Context: an optimization exercise on an open-source flow, tuned for small area and a short achievable clock period. The choices shown serve that exercise and are no tape-out recipe. In this exercise RTL edits were held to simulation tests only and were not proved equivalent to the original. Power is estimated from default activity; no workload was simulated.

`design/flow/design.v`:
```
`default_nettype none
module pic16_core (
   input  logic        clk,
   input  logic        arst_n,
   input  logic [13:0] op_code,
   input  logic [4:0]  port_a_data_in,
   input  logic [7:0]  port_b_data_in,
   output logic [12:0] pc_out,
   output logic        nop_out,
   output logic        z,
   output logic [4:0]  port_a_tris,
   output logic [4:0]  port_a_data_out,
   output logic [7:0]  port_b_tris,
   output logic [7:0]  port_b_data_out
);
   localparam int RAM_LO = 12;      
   localparam int RAM_N  = 68;      
   logic [1:0]  ph;                 
   logic        rst_q;              
   logic [13:0] ir;
   logic [7:0]  t_q;                
   logic        cn_q;               
   logic        dcn_q;              
   logic [7:0]  w_q;
   logic        c_q, dc_q, rp0_q;
   logic        hold_q;             
   logic [2:0]  sp_q;
   logic [12:0] stack_q [8];
   logic [7:0]  ram_q [RAM_N];
   wire q1 = (ph == 2'd0);
   wire q2 = (ph == 2'd1);
   wire q4 = (ph == 2'd3);
   wire ex = nop_out;
   always_ff @(posedge clk or negedge arst_n) begin
      if (!arst_n) begin
         ph    <= 2'd0;
         rst_q <= 1'b1;
      end else begin
         ph    <= ph + 2'd1;
         rst_q <= 1'b0;
      end
   end
   always_ff @(posedge clk) begin
      if (q1) ir <= op_code;
   end
   wire [1:0] cls = ir[13:12];
   wire [3:0] sub = ir[11:8];
   wire [6:0] fa  = ir[6:0];
   wire       d   = ir[7];
   wire is_byte = (cls == 2'b00);
   wire is_bit  = (cls == 2'b01);
   wire is_jmp  = (cls == 2'b10);
   wire is_lit  = (cls == 2'b11);
   wire to_file = (is_byte & d) | (is_bit & ~ir[11]);
   wire to_w    = (is_byte & ~d & (sub != 4'd0)) | (is_lit & (sub != 4'b1011));
   wire sub_op  = (is_byte & (sub == 4'b0010)) | (is_lit & (sub[3:1] == 3'b110));
   wire addsub  = (is_byte & ((sub == 4'b0010) | (sub == 4'b0111))) | (is_lit & (sub[3:2] == 2'b11));
   wire rot     = is_byte & (sub[3:1] == 3'b110);
   wire fz      = addsub
                | (is_byte & ((sub == 4'd1) | (sub == 4'd3) | (sub == 4'd4) | (sub == 4'd5) |
                              (sub == 4'd6) | (sub == 4'd8) | (sub == 4'd9) | (sub == 4'd10)))
                | (is_lit & ((sub == 4'd8) | (sub == 4'd9) | (sub == 4'd10)));
   wire skip_z  = (is_byte & ((sub == 4'b1011) | (sub == 4'b1111))) | (is_bit & (ir[11:10] == 2'b10));
   wire skip_nz = is_bit & (ir[11:10] == 2'b11);
   wire is_ret  = (ir == 14'h0008) | (is_lit & (sub[3:2] == 2'b01));
   wire is_call = is_jmp & ~ir[11];
   wire branch  = is_jmp | is_ret;
   wire sel_status = (fa == 7'h03);
   wire sel_a      = (fa == 7'h05);
   wire sel_b      = (fa == 7'h06);
   logic [7:0] rd;
   always_comb begin
      rd = '0;
      for (int i = 0; i < RAM_N; i++)
         rd = rd | (ram_q[i] & {8{fa == 7'(RAM_LO + i)}});
      if (sel_status) rd = {2'b00, rp0_q, 2'b00, z, dc_q, c_q};
      if (sel_a) rd = rp0_q ? {3'b000, port_a_tris}
                            : {3'b000, (port_a_data_in & port_a_tris) | (port_a_data_out & ~port_a_tris)};
      if (sel_b) rd = rp0_q ? port_b_tris
                            : (port_b_data_in & port_b_tris) | (port_b_data_out & ~port_b_tris);
      if (is_lit) rd = ir[7:0];
   end
   logic [7:0] y;
   logic       ci;
   always_comb begin
      if (is_byte & ((sub == 4'b0011) | (sub == 4'b1011))) begin         
         y  = 8'hFF;
         ci = 1'b0;
      end else if (is_byte & ((sub == 4'b1010) | (sub == 4'b1111))) begin  
         y  = 8'h00;
         ci = 1'b1;
      end else begin
         y  = sub_op ? ~w_q : w_q;
         ci = sub_op;
      end
   end
   wire [8:0] sum  = {1'b0, t_q} + {1'b0, y} + {8'd0, ci};
   wire [7:0] mask = 8'd1 << ir[9:7];
   logic [7:0] alu;
   always_comb begin
      alu = '0;
      case (cls)
         2'b00: case (sub)
            4'd0:  alu = w_q;                                
            4'd1:  alu = '0;                                 
            4'd4:  alu = w_q | t_q;
            4'd5:  alu = w_q & t_q;
            4'd6:  alu = w_q ^ t_q;
            4'd8:  alu = t_q;
            4'd9:  alu = ~t_q;
            4'd12: alu = {c_q, t_q[7:1]};                    
            4'd13: alu = {t_q[6:0], c_q};                    
            4'd14: alu = {t_q[3:0], t_q[7:4]};
            default: alu = sum[7:0];                         
         endcase
         2'b01: case (ir[11:10])
            2'b00:   alu = t_q & ~mask;
            2'b01:   alu = t_q | mask;
            default: alu = t_q & mask;                       
         endcase
         2'b11: case (sub)
            4'd8:    alu = w_q | t_q;
            4'd9:    alu = w_q & t_q;
            4'd10:   alu = w_q ^ t_q;
            4'd12, 4'd13, 4'd14, 4'd15: alu = sum[7:0];
            default: alu = t_q;                              
         endcase
         default: ;
      endcase
   end
   wire c_new  = addsub ? sum[8] : (sub[0] ? t_q[7] : t_q[0]);
   wire dc_new = t_q[4] ^ y[4] ^ sum[4];
   always_ff @(posedge clk) begin
      t_q   <= q2 ? rd : alu;
      cn_q  <= c_new;
      dcn_q <= dc_new;
   end
   wire       zr   = (t_q == 8'd0);
   wire       wr   = q4 & ex;
   wire       wr_f = wr & to_file;
   wire [7:0] wd   = t_q & {8{~rst_q}};       
   for (genvar i = 0; i < RAM_N; i++) begin : g_ram
      always_ff @(posedge clk) begin
         if ((wr_f & (fa == 7'(RAM_LO + i))) | rst_q) ram_q[i] <= wd;
      end
   end
   always_ff @(posedge clk) begin
      if ((wr & to_w) | rst_q) w_q <= wd;
   end
   always_ff @(posedge clk or negedge arst_n) begin
      if (!arst_n) begin
         c_q             <= 1'b0;
         dc_q            <= 1'b0;
         z               <= 1'b0;
         rp0_q           <= 1'b0;
         port_a_data_out <= '0;
         port_b_data_out <= '0;
         port_a_tris     <= '1;
         port_b_tris     <= '1;
      end else if (wr) begin
         if (to_file & sel_status) begin
            c_q   <= t_q[0];
            dc_q  <= t_q[1];
            z     <= t_q[2];
            rp0_q <= t_q[5];
         end
         if (addsub | rot) c_q  <= cn_q;           
         if (addsub)       dc_q <= dcn_q;
         if (fz)           z    <= zr;
         if (to_file & sel_a & ~rp0_q) port_a_data_out <= t_q[4:0];
         if (to_file & sel_a &  rp0_q) port_a_tris     <= t_q[4:0];
         if (to_file & sel_b & ~rp0_q) port_b_data_out <= t_q;
         if (to_file & sel_b &  rp0_q) port_b_tris     <= t_q;
      end
   end
   wire [12:0] pc_inc = pc_out + 13'd1;
   wire [2:0]  sp_m1  = sp_q - 3'd1;
   always_ff @(posedge clk or negedge arst_n) begin
      if (!arst_n) begin
         pc_out  <= '0;
         sp_q    <= '0;
         nop_out <= 1'b1;
         hold_q  <= 1'b0;
      end else if (q4) begin
         if (!ex) begin
            if (!hold_q) pc_out <= pc_inc;
            nop_out <= 1'b1;
            hold_q  <= 1'b0;
         end else begin
            if (is_jmp)      pc_out <= {2'b00, ir[10:0]};
            else if (is_ret) pc_out <= stack_q[sp_m1];
            else             pc_out <= pc_inc;
            if (is_call)     sp_q <= sp_q + 3'd1;
            else if (is_ret) sp_q <= sp_m1;
            nop_out <= ~(branch | (skip_z & zr) | (skip_nz & ~zr));
            hold_q  <= branch;
         end
      end
   end
   for (genvar i = 0; i < 8; i++) begin : g_stack
      always_ff @(posedge clk) begin
         if (wr & is_call & (sp_q == 3'(i))) stack_q[i] <= pc_inc;
      end
   end
endmodule
`default_nettype wire
```
`design/flow/flow/run.sh`:
```
#!/bin/bash
# Standard layout, with timing repair aiming 7 ns below the 10 ns clock period.
set -euo pipefail
bash standard.sh SETUP_SLACK_MARGIN=7 finish > standard_make.log 2>&1
```
`design/flow/standard.sh`:
```
#!/bin/bash
# synth_recipe.tcl (not shown) runs the flow's synth.tcl, then flattens the netlist and writes it again
# the make line also repeats each setting of config.mk as NAME=value (left out here)
make -C /OpenROAD-flow-scripts/flow DESIGN_CONFIG=/design/flow/config.mk WORK_HOME=/design/flow/orfs CLKGATE_MAP_FILE= SYNTH_SCRIPT=/design/flow/synth_recipe.tcl "${@:-finish}"
```
`design/flow/config.mk`:
```
export PLATFORM = sky130hd
export DESIGN_NAME = pic16_core
export DESIGN_NICKNAME = pic16_core
export VERILOG_FILES = /design/flow/design.v
export SDC_FILE = /design/flow/constraint.sdc
export NUM_CORES = 4
export LEC_CHECK = 0
export CAP_MARGIN = 20
export CORE_MARGIN = 2
export CORE_UTILIZATION = 40
export SLEW_MARGIN = 20
```
`design/flow/constraint.sdc`:
```
create_clock -name core_clock -period 10.0 [get_ports {clk}]
set_input_delay 2.0000 -clock core_clock [delete_from_list [all_inputs] [get_ports {clk}]]
set_output_delay 2.0000 -clock core_clock [all_outputs]
set_load 0.01 [all_outputs]
```
==> summary.md, run 1 <==
| Metric | Value |
|---|---|
| Status | `no timing/DRC/antenna violations` |
| Seq/Total Area, Yosys | `0.700` |
| Via Count | `22,000` |
| Port bufs | `69` |
| Mapped Area | `around 31,000 µm²` |
| Cts hold-fix bufs | `0` |
| Crit path setup slack, layout | `between 6 and 7 ns` |
| Crit-path cells | `buf_12 > or2_4 > nor2_4 > nand2_2 > o22ai_4 > buf_12 > buf_4 > buf_6 > xnor2_2 > o21ai_2 > ha_1 > nor2b_4 > o2111ai_2 > a31oi_2 > xor2_1 > o221ai_1 > a211oi_1 > or3_1` |
| Final nets | `around 2,400` |
| CTS tree | `yes` |
| Power Total | `about 7000 µW` |
| Worst setup path class | `flop to flop` |
| Final min period | `3.55 ns` |
| Filler cells | `approximately 6,700` |
| Clock transition at path regs | `0.06 ns` |
| Total congestion overflow | `0` |
| Final hold vios | `0` |
| Slew Limit Headroom | `0.310` |
| Gate power share | `0.064` |
| Core Util, Final | `0.482` |
| Post-DR vias/cell | `about 6.4` |
| Chip width | `roughly 280 µm` |
| Syn_nets | `2,262` |
| Clock Skew | `between 0.03 and 0.04 ns` |
| Area grow syn2layout | `19.9%` |
| Number of global-route vias before repair | `between 20,000 and 25,000` |
| Crit path max-delay cell type | `edfxtp_1` |
| # rows | `between 100 and 150` |
| Sum of buffers and inverters on the critical path | `4` |
| Lkg Pwr | `roughly 0.013 µW` |
| Largest net degree at the start of global routing | `between 70 and 80` |
| Critical path fanouts, max | `6` |
| Share of layout cells above drive strength 1 | `0.218` |
| Clock Sinks | `between 700 and 800` |
| DRC errors left | `0` |
| Max-slew violations | `0` |
| Worst EP required | `about 10 ns` |
| CTS HTree Levels | `3` |
| Switching pwr | `approximately 1600 µW` |
| CP startpoint kind | `flop` |
| Power share of the clock group | `0.424` |
| Setup_tns | `0 ns` |
| Most common cell in the synthesized netlist | `edfxtp_1` |
| Data arrival, critical path | `3.93 ns` |
| Setup violators final | `0` |
| Chip height | `282 µm` |
| Footprint of the multi-input gates | `9230 µm²` |
| Synthesized area per cell | `14.1 µm²` |
| PD cells | `roughly 180 nW/µm²` |
| WL per Instance | `about 32 µm` |
| Global-route wire length before repair | `approximately 160 mm` |
| Synth Flop Type | `edfxtp_1` |
| CTS Buf Count | `between 70 and 80` |
| Fmax | `0.282 GHz` |
| Total track usage | `0.276` |
| Count of non-filler cells in the finished layout | `approximately 3,400` |
| Initial antenna violation count | `1` |
| Post-placement worst setup slack | `between 5 and 6 ns` |
| Sw frac | `0.232` |
| Cell family with most CP delay | `compound AO/OA/AOI/OAI gates` |
| Post-DP HPWL | `approximately 65 mm` |
| MaxCap Viol Count | `0` |
| Sequential fraction of design power | `0.513` |
| Area leader, netlist | `edfxtp_1` |
| CP endpoint kind | `flop` |
| Cell count after synthesis | `2,196` |
| I/O Pins | `70` |
| Core area | `77,100 µm²` |
| Final Cycle Share | `0.355` |
| Worst-skew pair later-pin latency | `between 0.6 and 0.7 ns` |
| Synth top area share | `0.657` |
| WL final | `approximately 110 mm` |
| Dpl cells | `3,200` |
| Unique masters post-synth | `just over 80` |
| Synth Warn # | `3` |
| Asr flop ratio synth | `0.0698` |
| Antenna cells | `0` |
| Iter 0 DRT Violations | `around 3,200` |
| Synth Register Bits | `around 730` |
| Worst path max stage delay | `around 0.43 ns` |
| Top post-synthesis cells by count | `678 x edfxtp_1, 157 x a22oi_1, 117 x clkbuf_1, 117 x nand2_1, 103 x o21ai_0` |
| Total Die Area | `around 80,000 µm²` |
| Cell with the most instances on the worst path | `buf_12` |
| Clock Root Buffer | `clkbuf_16` |
| Synth top area cells | `edfxtp_1 66%, a22oi_1 3.8%, dfrtp_1 2.9%` |
| Post-route antenna net violation count | `0` |
| Register area | `between 20,000 and 25,000 µm²` |
| CTS Buffer Depth | `3` |
| Initial core utilization | `0.402` |
| Drt pass-1 iters | `6` |
| RSZ-0062 raised after global routing | `yes` |
| Final GP Congestion | `~0.90` |
| Internal power | `approximately 5200 µW` |
| Hold WC Path Type | `flop to flop` |
| EDFF count, synth | `678` |
| Worst vdd ir | `roughly 0.00013 V` |
| Worst slew pin tran | `between 1 and 1.5 ns` |
-- path summary, 6_finish.rpt --
check | start | to | slack (ns) | cells past startpoint
setup reg to reg | ir[13] | t_q[7] | 6.45 | 18
hold / removal | ph[0] | ph[0] | 0.50 | 1
hold reg to reg | ph[0] | ph[0] | 0.50 | 1
setup / recovery | ir[13] | t_q[7] | 6.45 | 18
min in group asynchronous | arst_n | pc_out[9] | 1.48 | 2
max in group asynchronous | arst_n | port_b_data_out[6] | 7.92 | 2
-- cells by family after synthesis --
kind of cell	share of synthesized area
and+or+nand+nor	0.0755
muxes	0.00977
DFF	0.700
xor gates and xnor gates	0.00989
adders and majority gates	0.0154
buffers and inverters	0.0275
other	0.000121
AOI/OAI and AO/OA	0.162
-- power groups by stage --
stage	Combinational (µW)	Sequential (µW)	Clock (µW)
6_report	435	3510	2900
3_3_place_gp	369	3560	0
2_1_floorplan	206	3540	0
5_1_grt	452	3510	3040
4_1_cts	416	3500	2920
3_5_place_dp	370	3570	0
-- repair_timing --
action | in CTS | in global routing
resized for setup | 347 | 56
buffers inserted | 72 | 21
hold endpoints to repair | 0 | 0
setup endpoints to repair | 662 | 435
gates cloned | 4 | 1
pin swaps | 41 | 25
-- cell type report --
class                   count  share of cell area
well taps                1040              0.0350
inverters                  40             0.00404
repair buffers            235              0.0598
clock inverters            47              0.0121
flip-flops and latches    731               0.584
clock buffers              95              0.0563
multi-input cells        1252               0.248
-- flip-flops by register name, summed over array words and instances (netlist names), 2 cells and up --
name and flops:
ram_q 544, stack_q 104, ir 14, pc_out 13
port_b_data_out 8, port_b_tris 8, t_q 8, w_q 8
port_a_data_out 5, port_a_tris 5, sp_q 3, ph 2
-- stage by stage --
step / hold WS (ns) / area (µm²)
after detailed placement: 0.489 / 33100
after global routing: 0.523 / 37100
after global placement: 0.460 / 33000
after CTS: 0.498 / 36800
final: 0.496 / 37100
after floorplan: 0.448 / 31100
-- metal layers --
layer / global-route usage / part of all wire / routed length (µm)
met1: 0.363 / 0.39 / 43000
met2: 0.439 / 0.47 / 52000
met3: 0.0565 / 0.096 / 10700
met4: 0.132 / 0.050 / 5620
met5: 0.00427 / 0.00012 / 13
-- placed cells by master (no fill, tap or decap), drive strengths merged, types with 28 or more instances in the layout --
cell,count
a31oi,34
a221oi,30
a21oi,74
nand2,117
ha,35
a21o,69
a32oi,39
a22oi,158
nor3,36
edfxtp,678
clkbuf,97
nand3,58
a22o,31
dfrtp,36
inv,40
o21ai,106
nand4,28
a222oi,30
buf,204
clkinv,39
nor2,81
and3,31
==> run 2, diff against run 1 <==
==> design/flow/run.sh (new file) <==
#!/bin/bash
# synth_recipe.tcl (not shown) runs the flow's synth.tcl, then flattens the netlist and writes it again
# the make line also repeats each setting of config.mk as NAME=value (left out here)
make -C /OpenROAD-flow-scripts/flow DESIGN_CONFIG=/design/flow/config.mk WORK_HOME=/design/flow/orfs CLKGATE_MAP_FILE= SYNTH_SCRIPT=/design/flow/synth_recipe.tcl finish
removed: design/flow/flow/run.sh
removed: design/flow/standard.sh
==> run 2 against run 1 <==
Against the previous run: non-clock buffer count fell by 106; power rose by 1.5%; clock skew fell by 0.00088 ns; final area fell by 4.0%; largest power group unchanged; sequential power barely moved; global-route usage fell by 0.69 points; clock power rose by 6%; critical path depth fell by 3; combinational power fell by 14%; via count fell by 2.7%.
==> summary.md, run 2 <==
| Metric | Value |
|---|---|
| Status | `no timing/DRC/antenna violations` |
| Cts hold-fix bufs | `0 (unchanged)` |
| Port bufs | `69 (unchanged)` |
| DRC errors left | `0 (unchanged)` |
| Number of global-route vias before repair | `20,400 (-3.2%)` |
| Setup violators final | `0 (unchanged)` |
| Fmax | `0.222 GHz (-21%)` |
| Worst Hold Slack | `0.509 ns (+0.0130 ns)` |
| Final min period | `4.51 ns (+0.959 ns)` |
| Area leader, netlist | `edfxtp_1` |
| Top post-synthesis cells by count | `678 x edfxtp_1, 157 x a22oi_1, 117 x clkbuf_1, 117 x nand2_1, 103 x o21ai_0` |
| Clock transition at path regs | `0.06 ns (about the same)` |
| Data arrival, critical path | `4.87 ns (+0.94 ns)` |
| Via Count | `21,400 (-2.7%)` |
| Clock Root Buffer | `clkbuf_16` |
| Clock Sinks | `731 (unchanged)` |
| Hold WC Path Type | `flop to flop` |
| Register area | `21,700 µm² (about the same)` |
| Most Crowded Layer GR | `met2` |
| Post-route antenna net violation count | `0 (unchanged)` |
| Core area | `77,100 µm² (unchanged)` |
| Synth Flop Type | `edfxtp_1` |
| Chip height | `282 µm (unchanged)` |
| Total congestion overflow | `0 (unchanged)` |
| Max FFs per register | `544 (unchanged)` |
| Synth Area in Compound Gates | `0.162 (unchanged)` |
| # rows | `102 (unchanged)` |
| Unique masters post-synth | `83 (unchanged)` |
| Worst slew pin tran | `1.16 ns (+0.135 ns)` |
| EDFF count, synth | `678 (unchanged)` |
| Asr flop ratio synth | `0.0698 (unchanged)` |
| Worst setup path class | `flop to flop` |
| Setup_tns | `0 ns (unchanged)` |
| Max-slew violations | `0 (unchanged)` |
| # Post-CTS Setup Buffers | `0 (-100%)` |
| Most common cell in the synthesized netlist | `edfxtp_1` |
| Total track usage | `0.269 (-0.00686)` |
| CTS HTree Levels | `3 (unchanged)` |
| Synth top area share | `0.657 (unchanged)` |
| Global-route wire length before repair | `153 mm (-2.5%)` |
| Drt pass-1 iters | `8 (+2)` |
| Synth Area in XOR/XNOR | `0.00989 (unchanged)` |
| CTS Buffer Depth | `3 (unchanged)` |
| Final nets | `2,299 (-4.4%)` |
| Initial antenna violation count | `2 (+1)` |
| GRT met2 Usage | `0.420 (-0.0192)` |
| Share of layout cells above drive strength 1 | `0.110 (-0.107)` |
| Lkg Pwr | `0.0124 µW (-5.7%)` |
| Clock Skew | `0.0333 ns (-0.000884 ns)` |
| Mapped Area | `31,000 µm² (unchanged)` |
| Adder-Cell Fraction of Synth Area | `0.0154 (unchanged)` |
| PD cells | `194 nW/µm² (+5.6%)` |
| Synth Warn # | `3 (unchanged)` |
| Dpl cells | `3,192 (-0.25%)` |
| Total Die Area | `79,700 µm² (unchanged)` |
| Most frequent cells in the layout | `678 x edfxtp_1, 157 x a22oi_1, 117 x nand2_1, 102 x o21ai_0, 81 x clkbuf_16` |
| Final hold vios | `0 (unchanged)` |
| Worst vdd ir | `0.000149 V (+15%)` |
| Final GP Congestion | `0.915 (+1.6%)` |
| Most flop-heavy register | `ram_q` |
| Worst-skew pair later-pin latency | `0.64 ns (about the same)` |
| Iter 0 DRT Violations | `3,095 (-3.6%)` |
| RSZ-0062 raised after global routing | `no` |
| Synthesized area per cell | `14.1 µm² (unchanged)` |
| Synth Area in Simple Gates | `0.0755 (unchanged)` |
| Main combinational cell family by area after synthesis | `compound AO/OA/AOI/OAI gates` |
| Synth top area cells | `edfxtp_1 66%, a22oi_1 3.8%, dfrtp_1 2.9%` |
| Largest net degree at the start of global routing | `78 (unchanged)` |
| Chip width | `282 µm (unchanged)` |
| CTS tree | `yes` |
| GRT met3 Usage | `0.0524 (-0.00405)` |
| Filler cells | `6,795 (+1.4%)` |
| Footprint of the multi-input gates | `8700 µm² (-5.8%)` |
| Post-DR vias/cell | `6.42 (+0.34%)` |
| Post-DP HPWL | `65.5 mm (+0.73%)` |
| Cell count after synthesis | `2,196 (unchanged)` |
| CP startpoint kind | `flop` |
| CTS Buf Count | `79 (unchanged)` |
| Count of non-filler cells in the finished layout | `3,336 (-3.0%)` |
| Area grow syn2layout | `15.1%` |
| Most common cell after layout, fill and taps aside | `edfxtp_1` |
| Critical path fanouts, max | `44 (+38)` |
| I/O Pins | `70 (unchanged)` |
| CP endpoint kind | `flop` |
| Slew Limit Headroom | `0.229 (-0.0809)` |
| Initial core utilization | `0.402 (unchanged)` |
| Antenna cells | `0 (unchanged)` |
| WL final | `108 mm (-2.6%)` |
| Seq/Total Area, Yosys | `0.700 (unchanged)` |
| Grt met1 use | `0.368 (+0.00514)` |
| Synth Register Bits | `731 (unchanged)` |
| Biggest regs | `ram_q (544), stack_q (104), ir (14)` |
| Worst EP required | `10.36 ns (-0.02 ns)` |
| PostCTS Resize Cnt | `0 (-100%)` |
| Syn_nets | `2,262 (unchanged)` |
| Final Cycle Share | `0.451 (+0.0959)` |
| Core Util, Final | `0.463 (-0.0190)` |
| Mux cell area share after synthesis | `0.00977 (unchanged)` |
| MaxCap Viol Count | `0 (unchanged)` |
| WL per Instance | `32.5 µm (+0.39%)` |
[run 2: critical path: stages, from the launching register on]
cell and delay [ns]:
edfxtp_1 0.32, buf_4 0.42, nor2b_1 0.62, nand2_1 0.13
o22ai_2 0.56, xnor2_1 0.19, o21a_1 0.14, fa_1 0.20
inv_1 0.07, fa_1 0.42, a21o_1 0.17, a21o_1 0.21
xor2_1 0.18, o21ai_0 0.19, o21ai_0 0.11, a32o_1 0.28
[run 2: area by class of cell]
type                    instances  area share
clock buffers                  99      0.0590
clock inverters                45      0.0166
inverters                      40     0.00421
multi-input cells            1252       0.244
flip-flops and latches        731       0.608
well taps                    1040      0.0365
repair buffers                129      0.0318
[run 2: cell families after synthesis]
family	Yosys count
fa+ha+maj	37
mux	28
other cells	1
buf+inv	213
xor+xnor	35
simple gates	455
flops	731
compound gates	696
[run 2: power breakdown]
| group | switching (µW) | leakage [µW] | internal, µW | total, µW |
|---|---|---|---|---|
| combinational | 277 | 0.00362 | 98.9 | 375 |
| sequential | 49.5 | 0.00745 | 3460 | 3510 |
| clock | 1240 | 0.00132 | 1820 | 3060 |
[run 2: per-stage QoR]
stage          worst slack (ns)  area (µm²)  power, µW
3_3_place_gp               5.15       33000       3930
6_report                   5.49       35700       6940
4_1_cts                    5.54       35700       6960
5_1_grt                    5.14       35700       7110
3_5_place_dp               5.31       33000       3940
2_1_floorplan              6.17       31000       3750
[run 2: layer usage]
layer | routed length [µm] | vias up
met4 | 5030 | 4
met5 | 26 | -
met3 | 10300 | 285
li1 | - | 8922
met1 | 43400 | 10900
met2 | 49700 | 1330
[run 2: final timing paths]
check                      slack (ns)    endpoint  startpoint  cells after the start
setup reg to reg                 5.49      t_q[4]       ir[9]                     15
setup / recovery                 5.49      t_q[4]       ir[9]                     15
max in group asynchronous        7.89       rp0_q      arst_n                      2
min in group asynchronous        1.52  pc_out[10]      arst_n                      2
hold reg to reg                  0.51       ph[0]       ph[0]                      1
hold / removal                   0.51       ph[0]       ph[0]                      1

re-timing with driven ports:
The flow's constraints put no driver on any port. The routed layouts listed below were extracted and timed again, unchanged, in two steps.
Step 1 sets driving cells, clkbuf_16 on the clock port and buf_2 on the other inputs (assumed; they add their load-dependent delay and slew).
Step 2 also shifts input and output timing later by t, the mid clock arrival at the registers, as if the neighbouring blocks saw the same clock.
Three values: ideal ports, drivers, drivers and shift; two values: the first two.
run | shift t [ns] | slack for setup (ns) | worst setup path at the end | slew at the worst register clock pin (ns)
run 1 | 0.693 | 6.449 / 6.449 / 5.822 | input to register | 0.07 / 0.07
run 2 | 0.694 | 5.490 / 5.490 / 5.059 | input to register | 0.06 / 0.06
After both steps every run listed still meets setup and hold. For run 1, which loses most, drivers alone change the setup slack by 0.000 ns; drivers and shift together by -0.627 ns.
